This design comes from an exercise in tuning for small area, a short achievable clock period and few clock cycles per item on the open sky130 flow, not from production work. The RTL was checked by simulation tests, not by an equivalence proof against the original design. No activity file was given, so power comes from the tool's default toggle rates.

==> design.v <==
package lru_tc_pkg;
    localparam int ENTRIES  = 16;
    localparam int TAG_BITS = 64;
    localparam int MODE_W  = 2;
    localparam int KEY_W   = 64;
    localparam int LOC_W   = 8;
    localparam int STAMP_W = 32;
    localparam int IDX_W   = $clog2(ENTRIES);
    localparam int CNT_W   = $clog2(ENTRIES + 1);
    typedef enum logic [MODE_W-1:0] {
        MODE_LOOKUP = 2'd0,
        MODE_INSERT = 2'd1,
        MODE_REMOVE = 2'd2
    } mode_t;
    typedef enum logic [2:0] {
        ST_IDLE,
        ST_SCAN,
        ST_ACT,
        ST_SHIFT,
        ST_FINISH
    } state_t;
    typedef struct packed {
        logic load;
        logic scan;
        logic act;
        logic shift_init;
        logic shift;
        logic cnt_dec;
        logic finish;
    } dp_cmd_t;
    typedef struct packed {
        logic walk_done;
        logic remove_hit;
        logic out_free;
    } dp_status_t;
endpackage
module lru_tc_ctrl (
    input  logic       clk,
    input  logic       rst_n,
    input  logic       req_valid,
    output logic       req_ready,
    output lru_tc_pkg::dp_cmd_t    cmd,
    input  lru_tc_pkg::dp_status_t status
);
    lru_tc_pkg::state_t state_reg;
    lru_tc_pkg::state_t state_next;
    always_ff @(posedge clk or negedge rst_n)
    begin
        if (!rst_n)
        begin
            state_reg <= lru_tc_pkg::ST_IDLE;
        end
        else
        begin
            state_reg <= state_next;
        end
    end
    always_comb
    begin
        state_next = state_reg;
        cmd        = '0;
        req_ready  = 1'b0;
        unique case (state_reg)
            lru_tc_pkg::ST_IDLE:
            begin
                req_ready = 1'b1;
                if (req_valid)
                begin
                    cmd.load   = 1'b1;
                    state_next = lru_tc_pkg::ST_SCAN;
                end
            end
            lru_tc_pkg::ST_SCAN:
            begin
                cmd.scan = 1'b1;
                if (status.walk_done)
                begin
                    state_next = lru_tc_pkg::ST_ACT;
                end
            end
            lru_tc_pkg::ST_ACT:
            begin
                cmd.act = 1'b1;
                if (status.remove_hit)
                begin
                    cmd.shift_init = 1'b1;
                    state_next     = lru_tc_pkg::ST_SHIFT;
                end
                else
                begin
                    state_next = lru_tc_pkg::ST_FINISH;
                end
            end
            lru_tc_pkg::ST_SHIFT:
            begin
                cmd.shift = 1'b1;
                if (status.walk_done)
                begin
                    cmd.cnt_dec = 1'b1;
                    state_next  = lru_tc_pkg::ST_FINISH;
                end
            end
            lru_tc_pkg::ST_FINISH:
            begin
                if (status.out_free)
                begin
                    cmd.finish = 1'b1;
                    state_next = lru_tc_pkg::ST_IDLE;
                end
            end
            default:
            begin
                state_next = lru_tc_pkg::ST_IDLE;
            end
        endcase
    end
endmodule
module lru_tc_dpath (
    input  logic               clk,
    input  logic               rst_n,
    input  lru_tc_pkg::dp_cmd_t            cmd,
    output lru_tc_pkg::dp_status_t         status,
    input  logic [lru_tc_pkg::MODE_W-1:0]  mode,
    input  logic [lru_tc_pkg::KEY_W-1:0]   key_tag,
    input  logic [lru_tc_pkg::LOC_W-1:0]   location,
    input  logic [lru_tc_pkg::STAMP_W-1:0] now,
    input  logic               rsp_ready,
    output logic               rsp_valid,
    output logic               hit,
    output logic [lru_tc_pkg::LOC_W-1:0]   found_location,
    output logic [lru_tc_pkg::CNT_W-1:0]   occupancy
);
    logic [lru_tc_pkg::TAG_BITS-1:0] tag_mem   [lru_tc_pkg::ENTRIES];
    logic [lru_tc_pkg::LOC_W-1:0]    loc_mem   [lru_tc_pkg::ENTRIES];
    logic [lru_tc_pkg::STAMP_W-1:0]  stamp_mem [lru_tc_pkg::ENTRIES];
    logic [lru_tc_pkg::MODE_W-1:0]   mode_reg;
    logic [lru_tc_pkg::TAG_BITS-1:0] tag_reg;
    logic [lru_tc_pkg::LOC_W-1:0]    loc_reg;
    logic [lru_tc_pkg::STAMP_W-1:0]  now_reg;
    logic [lru_tc_pkg::CNT_W-1:0]    count_reg, count_next;
    logic [lru_tc_pkg::CNT_W-1:0]    ptr_reg, ptr_next;
    logic                pend_reg, pend_next;
    logic [lru_tc_pkg::IDX_W-1:0]    pidx_reg;
    logic [lru_tc_pkg::TAG_BITS-1:0] rd_tag_reg;
    logic [lru_tc_pkg::LOC_W-1:0]    rd_loc_reg;
    logic [lru_tc_pkg::STAMP_W-1:0]  rd_stamp_reg;
    logic                found_reg, found_next;
    logic [lru_tc_pkg::IDX_W-1:0]    match_idx_reg, match_idx_next;
    logic [lru_tc_pkg::LOC_W-1:0]    found_loc_reg, found_loc_next;
    logic [lru_tc_pkg::IDX_W-1:0]    min_idx_reg, min_idx_next;
    logic [lru_tc_pkg::STAMP_W-1:0]  min_stamp_reg, min_stamp_next;
    logic                out_valid_reg, out_valid_next;
    logic                hit_reg;
    logic [lru_tc_pkg::LOC_W-1:0]    out_loc_reg;
    logic [lru_tc_pkg::CNT_W-1:0]    occ_reg;
    logic                tag_we, loc_we, stamp_we;
    logic [lru_tc_pkg::IDX_W-1:0]    wr_addr;
    logic [lru_tc_pkg::TAG_BITS-1:0] wr_tag;
    logic [lru_tc_pkg::LOC_W-1:0]    wr_loc;
    logic [lru_tc_pkg::STAMP_W-1:0]  wr_stamp;
    logic                rd_go;
    logic [lru_tc_pkg::IDX_W-1:0]    rd_addr;
    logic                not_full;
    logic                mode_ok;
    assign rd_addr  = ptr_reg[lru_tc_pkg::IDX_W-1:0];
    assign rd_go    = (cmd.scan || cmd.shift) && (ptr_reg < count_reg);
    assign not_full = count_reg < lru_tc_pkg::CNT_W'(lru_tc_pkg::ENTRIES);
    assign mode_ok  = (mode_reg == lru_tc_pkg::MODE_LOOKUP) || (mode_reg == lru_tc_pkg::MODE_INSERT)
                      || (mode_reg == lru_tc_pkg::MODE_REMOVE);
    assign status.walk_done  = (ptr_reg >= count_reg) && !pend_reg;
    assign status.remove_hit = (mode_reg == lru_tc_pkg::MODE_REMOVE) && found_reg;
    assign status.out_free   = !out_valid_reg || rsp_ready;
    always_comb
    begin
        ptr_next       = ptr_reg;
        pend_next      = pend_reg;
        found_next     = found_reg;
        match_idx_next = match_idx_reg;
        found_loc_next = found_loc_reg;
        min_idx_next   = min_idx_reg;
        min_stamp_next = min_stamp_reg;
        count_next     = count_reg;
        tag_we         = 1'b0;
        loc_we         = 1'b0;
        stamp_we       = 1'b0;
        wr_addr        = match_idx_reg;
        wr_tag         = tag_reg;
        wr_loc         = loc_reg;
        wr_stamp       = now_reg;
        if (cmd.load)
        begin
            ptr_next   = '0;
            pend_next  = 1'b0;
            found_next = 1'b0;
        end
        else if (cmd.shift_init)
        begin
            ptr_next  = lru_tc_pkg::CNT_W'(match_idx_reg) + lru_tc_pkg::CNT_W'(1);
            pend_next = 1'b0;
        end
        else if (cmd.scan || cmd.shift)
        begin
            pend_next = rd_go;
            if (rd_go)
            begin
                ptr_next = ptr_reg + lru_tc_pkg::CNT_W'(1);
            end
        end
        if (cmd.scan && pend_reg)
        begin
            if ((rd_tag_reg == tag_reg) && !found_reg)
            begin
                found_next     = 1'b1;
                match_idx_next = pidx_reg;
                found_loc_next = rd_loc_reg;
            end
            if ((pidx_reg == '0) || (rd_stamp_reg < min_stamp_reg))
            begin
                min_idx_next   = pidx_reg;
                min_stamp_next = rd_stamp_reg;
            end
        end
        if (cmd.shift && pend_reg)
        begin
            tag_we   = 1'b1;
            loc_we   = 1'b1;
            stamp_we = 1'b1;
            wr_addr  = pidx_reg - lru_tc_pkg::IDX_W'(1);
            wr_tag   = rd_tag_reg;
            wr_loc   = rd_loc_reg;
            wr_stamp = rd_stamp_reg;
        end
        if (cmd.act)
        begin
            if ((mode_reg == lru_tc_pkg::MODE_LOOKUP) && found_reg)
            begin
                stamp_we = 1'b1;
            end
            else if (mode_reg == lru_tc_pkg::MODE_INSERT)
            begin
                loc_we   = 1'b1;
                stamp_we = 1'b1;
                if (!found_reg)
                begin
                    tag_we = 1'b1;
                    if (not_full)
                    begin
                        wr_addr    = count_reg[lru_tc_pkg::IDX_W-1:0];
                        count_next = count_reg + lru_tc_pkg::CNT_W'(1);
                    end
                    else
                    begin
                        wr_addr = min_idx_reg;
                    end
                end
            end
        end
        if (cmd.cnt_dec)
        begin
            count_next = count_reg - lru_tc_pkg::CNT_W'(1);
        end
    end
    always_comb
    begin
        out_valid_next = out_valid_reg;
        if (cmd.finish)
        begin
            out_valid_next = 1'b1;
        end
        else if (rsp_ready)
        begin
            out_valid_next = 1'b0;
        end
    end
    always_ff @(posedge clk or negedge rst_n)
    begin
        if (!rst_n)
        begin
            count_reg     <= '0;
            ptr_reg       <= '0;
            pend_reg      <= 1'b0;
            found_reg     <= 1'b0;
            out_valid_reg <= 1'b0;
        end
        else
        begin
            count_reg     <= count_next;
            ptr_reg       <= ptr_next;
            pend_reg      <= pend_next;
            found_reg     <= found_next;
            out_valid_reg <= out_valid_next;
        end
    end
    always_ff @(posedge clk)
    begin
        if (cmd.load)
        begin
            mode_reg <= mode;
            tag_reg  <= key_tag[lru_tc_pkg::TAG_BITS-1:0];
            loc_reg  <= location;
            now_reg  <= now;
        end
        if (rd_go)
        begin
            pidx_reg <= rd_addr;
        end
        match_idx_reg <= match_idx_next;
        found_loc_reg <= found_loc_next;
        min_idx_reg   <= min_idx_next;
        min_stamp_reg <= min_stamp_next;
        if (cmd.finish)
        begin
            hit_reg     <= found_reg && mode_ok;
            out_loc_reg <= ((mode_reg == lru_tc_pkg::MODE_LOOKUP) && found_reg) ? found_loc_reg : '0;
            occ_reg     <= count_reg;
        end
    end
    always_ff @(posedge clk)
    begin
        if (tag_we)
        begin
            tag_mem[wr_addr] <= wr_tag;
        end
        if (loc_we)
        begin
            loc_mem[wr_addr] <= wr_loc;
        end
        if (stamp_we)
        begin
            stamp_mem[wr_addr] <= wr_stamp;
        end
        if (rd_go)
        begin
            rd_tag_reg   <= tag_mem[rd_addr];
            rd_loc_reg   <= loc_mem[rd_addr];
            rd_stamp_reg <= stamp_mem[rd_addr];
        end
    end
    assign rsp_valid      = out_valid_reg;
    assign hit            = hit_reg;
    assign found_location = out_loc_reg;
    assign occupancy      = occ_reg;
endmodule
module lru_tag_cache_top (
    input  logic               clk,
    input  logic               rst_n,
    input  logic               req_valid,
    output logic               req_ready,
    input  logic [lru_tc_pkg::MODE_W-1:0]  req_mode,
    input  logic [lru_tc_pkg::KEY_W-1:0]   req_key_tag,
    input  logic [lru_tc_pkg::LOC_W-1:0]   req_location,
    input  logic [lru_tc_pkg::STAMP_W-1:0] req_now,
    input  logic               rsp_ready,
    output logic               rsp_valid,
    output logic               rsp_hit,
    output logic [lru_tc_pkg::LOC_W-1:0]   rsp_found_location,
    output logic [lru_tc_pkg::CNT_W-1:0]   rsp_occupancy
);
    lru_tc_pkg::dp_cmd_t    cmd;
    lru_tc_pkg::dp_status_t status;
    lru_tc_ctrl u_ctrl (
        .clk       (clk),
        .rst_n     (rst_n),
        .req_valid (req_valid),
        .req_ready (req_ready),
        .cmd       (cmd),
        .status    (status)
    );
    lru_tc_dpath u_dpath (
        .clk            (clk),
        .rst_n          (rst_n),
        .cmd            (cmd),
        .status         (status),
        .mode           (req_mode),
        .key_tag        (req_key_tag),
        .location       (req_location),
        .now            (req_now),
        .rsp_ready      (rsp_ready),
        .rsp_valid      (rsp_valid),
        .hit            (rsp_hit),
        .found_location (rsp_found_location),
        .occupancy      (rsp_occupancy)
    );
endmodule
==> run.sh <==
#!/bin/bash
# synth_recipe.tcl (not shown) runs the flow's synth.tcl, then flattens the netlist and writes it again
# the make line also repeats each setting of config.mk as NAME=value (left out here)
make -C /OpenROAD-flow-scripts/flow DESIGN_CONFIG=/design/flow/config.mk WORK_HOME=/design/flow/orfs CLKGATE_MAP_FILE= SYNTH_SCRIPT=/design/flow/synth_recipe.tcl finish
==> config.mk <==
export PLATFORM = sky130hd
export DESIGN_NAME = lru_tag_cache_top
export DESIGN_NICKNAME = lru_tag_cache_top
export VERILOG_FILES = /design/flow/design.v
export SDC_FILE = /design/flow/constraint.sdc
export NUM_CORES = 4
export LEC_CHECK = 0
export CAP_MARGIN = 20
export CORE_MARGIN = 2
export CORE_UTILIZATION = 40
export SLEW_MARGIN = 20
==> constraint.sdc <==
create_clock -name core_clock -period 5.0 [get_ports {clk}]
set_input_delay 1.0000 -clock core_clock [delete_from_list [all_inputs] [get_ports {clk}]]
set_output_delay 1.0000 -clock core_clock [all_outputs]
set_load 0.01 [all_outputs]
==> summary.txt <==
==> path summary, 6_finish.rpt <==
check                           slack [ns]                  endpoint             startpoint
min in group asynchronous             0.68      u_dpath.count_reg[0]                  rst_n
max in group asynchronous             3.58        u_dpath.ptr_reg[2]                  rst_n
worst max-delay path                  1.23   u_dpath.tag_mem[15][15]    u_ctrl.state_reg[0]
worst min register to register        0.44  u_dpath.found_loc_reg[4]  u_dpath.rd_loc_reg[4]
worst min-delay path                  0.44  u_dpath.found_loc_reg[4]  u_dpath.rd_loc_reg[4]
worst max register to register        1.23   u_dpath.tag_mem[15][15]    u_ctrl.state_reg[0]
==> per-layer routing <==
metal | GRT usage | part of all wire | up-vias
met2 | 0.296 | 0.50 | 988
met1 | 0.251 | 0.43 | 18200
met4 | 0.0491 | 0.022 | 0
met5 | 0 | 0 | -
met3 | 0.0270 | 0.049 | 210
li1 | - | - | 14000
==> cell usage in the layout, fill, tap and decap left out, types with 22 or more instances in the layout <==
master / netlist / final
edfxtp_1: 1940 / 1940
mux4_2: 520 / 520
clkbuf_16: 0 / 199
clkdlybuf4s50_1: 0 / 125
mux2_2: 104 / 104
buf_4: 23 / 61
inv_1: 60 / 58
clkinv_1: 0 / 53
nand2_1: 42 / 42
xnor2_1: 42 / 42
ha_1: 42 / 42
clkinv_2: 0 / 34
nor2_4: 0 / 32
clkbuf_1: 61 / 28
nor2_1: 59 / 27
bufinv_16: 0 / 23
a21oi_1: 24 / 22
nand4_1: 22 / 22
xor2_1: 22 / 22
==> worst max-delay path, delay by kind of cell, from the launching register on <==
| kind | cells | cell delay (ns) |
|---|---|---|
| and+or+nand+nor | 4 | 1.92 |
| DFF | 1 | 0.54 |
| AOI/OAI and AO/OA | 1 | 0.32 |
| buffers and inverters | 1 | 0.54 |
==> where the power goes <==
group	internal (mW)	leakage (nW)	switching, mW
clock	8.56	3.21	6.45
combinational	3.40	5.57	4.82
sequential	20.2	17.7	0.832
==> logic make-up after synthesis <==
| group | synth area share |
|---|---|
| adders and majority gates | 0.00725 |
| DFF | 0.780 |
| xor gates and xnor gates | 0.00745 |
| AOI/OAI and AO/OA | 0.00719 |
| muxes | 0.173 |
| and+or+nand+nor | 0.0112 |
| buffers and inverters | 0.0141 |
==> through the flow <==
step	hold slack [ns]	total power [mW]
floorplan	0.422	26.7
global placement	0.425	29.7
detailed placement	0.432	29.8
CTS	0.444	44.8
global route	0.459	45.9
finish	0.444	44.3
==> synth_stat cells, types with 4 or more instances <==
library cell	count	area, µm²
clkbuf_1	61	229
buf_2	25	125
o21ai_0	18	90.1
buf_4	23	173
a221oi_1	4	35.0
ha_1	42	526
mux2_2	104	1170
nor3_1	7	35.0
xnor2_1	42	368
nand3_1	7	35.0
inv_1	60	225
nand4_1	22	138
nor2b_1	6	37.5
edfxtp_1	1940	58300
nor4_1	6	37.5
nor2_1	59	221
dfrtp_1	16	400
mux4_2	520	11700
mux2i_1	11	110
a21o_1	4	30.0
xor2_1	22	193
buf_1	7	26.3
a21oi_1	24	120
buf_6	25	282
nand2_1	42	158
and2_1	9	56.3
==> final cells by class <==
class                      count  area, µm²
sequential                  1956      58700
inverter                      60        235
timing repair buffer         206       2100
multi-input combinational    997      15800
clock inverter               143       1570
clock buffer                 227       5080
fill                       15300     101000
tap                         2495       3120
antenna                        3       7.51
==> summary.txt <==
* Mean area per synthesized cell at 23.8 µm²
* Crit Path Category: reg -> reg
* Vert. Die Dim at 438 µm
* Setup repair bufs after CTS at 0
* Worst setup EP type: flop
* Sequential cell area fraction in the yosys report at 0.780
* Critical path arrival at 4.24 ns
* Resized Gates After CTS at 0
* Cell area after layout at 86600 µm²
* Total Routed Length at 172000 µm
* Critical Path RT at roughly 5.5 ns
* Drt first-iter violations at ~3300
* Fraction of registers with async set/reset at 0.00818
* Biggest register: u_dpath.tag_mem
* CP max stage delay at 0.69 ns
* Post-synth EDFFs at roughly 1900
* Clock slew at reported path FFs at 0.06 ns
* Core area at 187000 µm²
* Share of cells above drive strength 1 at 0.291
* Number of synthesized register bits at 1956
* CP Cell Sequence: nand4b_1 -> nor2b_1 -> o31ai_1 -> nand2_1 -> nor2_4 -> buf_4
* Final Core Density at 0.462
* P&R area growth vs syn at 15.1%
* Mapped Cells at 3154
* GRT Total Usage at 0.180
* Gpl congestion at between 0.7 and 0.8
* Critical path startpoint category: flop
* Leakage at 26.5 nW
* Fin Clk Skew at 0.0750 ns
* Worst path slowest cell: nand2_1
* Antenna violation net count after detailed routing at 0
* Worst-case clock buffer depth at 3
* Synthesized area at 75200 µm²
* Finished Layout Cells at 6087
* Setup tns final at 0 ns
* Cell Area, Placed at 79900 µm²
* Post-CTS Hold Fix Bufs at 0
* GR Overflow Total at 0
* Pwr dens at 512 nW/µm²
* CTS root buf: clkbuf_16
* Worst slew pin tran at 1.07 ns
* Dpl ws at approximately 0.95 ns
* Starting Density at 0.401
* 1st-pass router iterations at 7
* Die W at ~440 µm
* Vias in the first global route at 34100
* Largest register FFs at 1024
* # setup viols final at 0
* Clock period minus worst slack at 3.77 ns
* Final hold violations at 0
* IO Pins at approximately 130
* Outcome: finished clean
* Clk Latency, worst-skew pair at 0.85 ns
* Worst vdd ir at 0.000355 V
* Clock buffer count from CTS at 199
* Global-route wire length before repair at 249000 µm
* Peak Freq at roughly 260 MHz
* Min-Delay Path Depth at 0
* Residual DRC at 0
* IO Port Bufs at 125
* DP Wirelength at 99900 µm
* CTS tree: done
* Num rows at 159
* Largest net degree at the start of global routing at 122
* Synth cell types at 57
* Cells after DPL at approximately 5700
* Largest regs: u_dpath.tag_mem: 1024 flops, u_dpath.stamp_mem: 512 flops, u_dpath.loc_mem: 128 flops
* Hold Crit Class: reg -> reg
* Vias/cell at around 5.5
* Top_reg_cell synth: edfxtp_1
* Worst slew margin at 0.283
* Die area at 192000 µm²
* Final Cycle Share at 0.755
* Max cap viols at 0
* Fin. max-slew vios at 0
* H-tree Lvls at 4
* CP Max Fanout at 39
* Setup slack after layout at 1.23 ns
* Syn_nets at 3307
* Nets at about 3600
* Initial antenna violation count at 6
* Yosys warning count at 2
* WL per Instance at about 28 µm
* Unrepaired setup endpoints after global routing: no
* R2r worst-path depth at 6
* CTS sink count at 1956
* Vias at 33300
Testbench counts, summed over its fixed seeds: cycles 407,542, items 20,000.

[afterwards: timing with drivers on the ports]
In the flow no input, the clock included, has a driving cell. The finished layout below was timed again as built, in two steps.
Step 1 sets driving cells, clkbuf_16 on the clock port and buf_2 on the other inputs (assumed; they add their load-dependent delay and slew).
Step 2 adds t to the input delays and takes it off the output delays; t is the mean of the earliest and latest rising clock arrival at the registers after step 1. Input paths then give back, and output paths get back, about the clock's delay inside the block.
Three values: no drivers, after step 1, after step 2; two values: the first two.
t, ns: 0.887
setup WS [ns]: 1.226 / 1.226 / 1.226
pins driven straight from the clock port: 1
After both steps setup and hold are still met in this run. For this run, drivers alone change the setup slack by 0.000 ns; drivers and shift together by 0.000 ns.
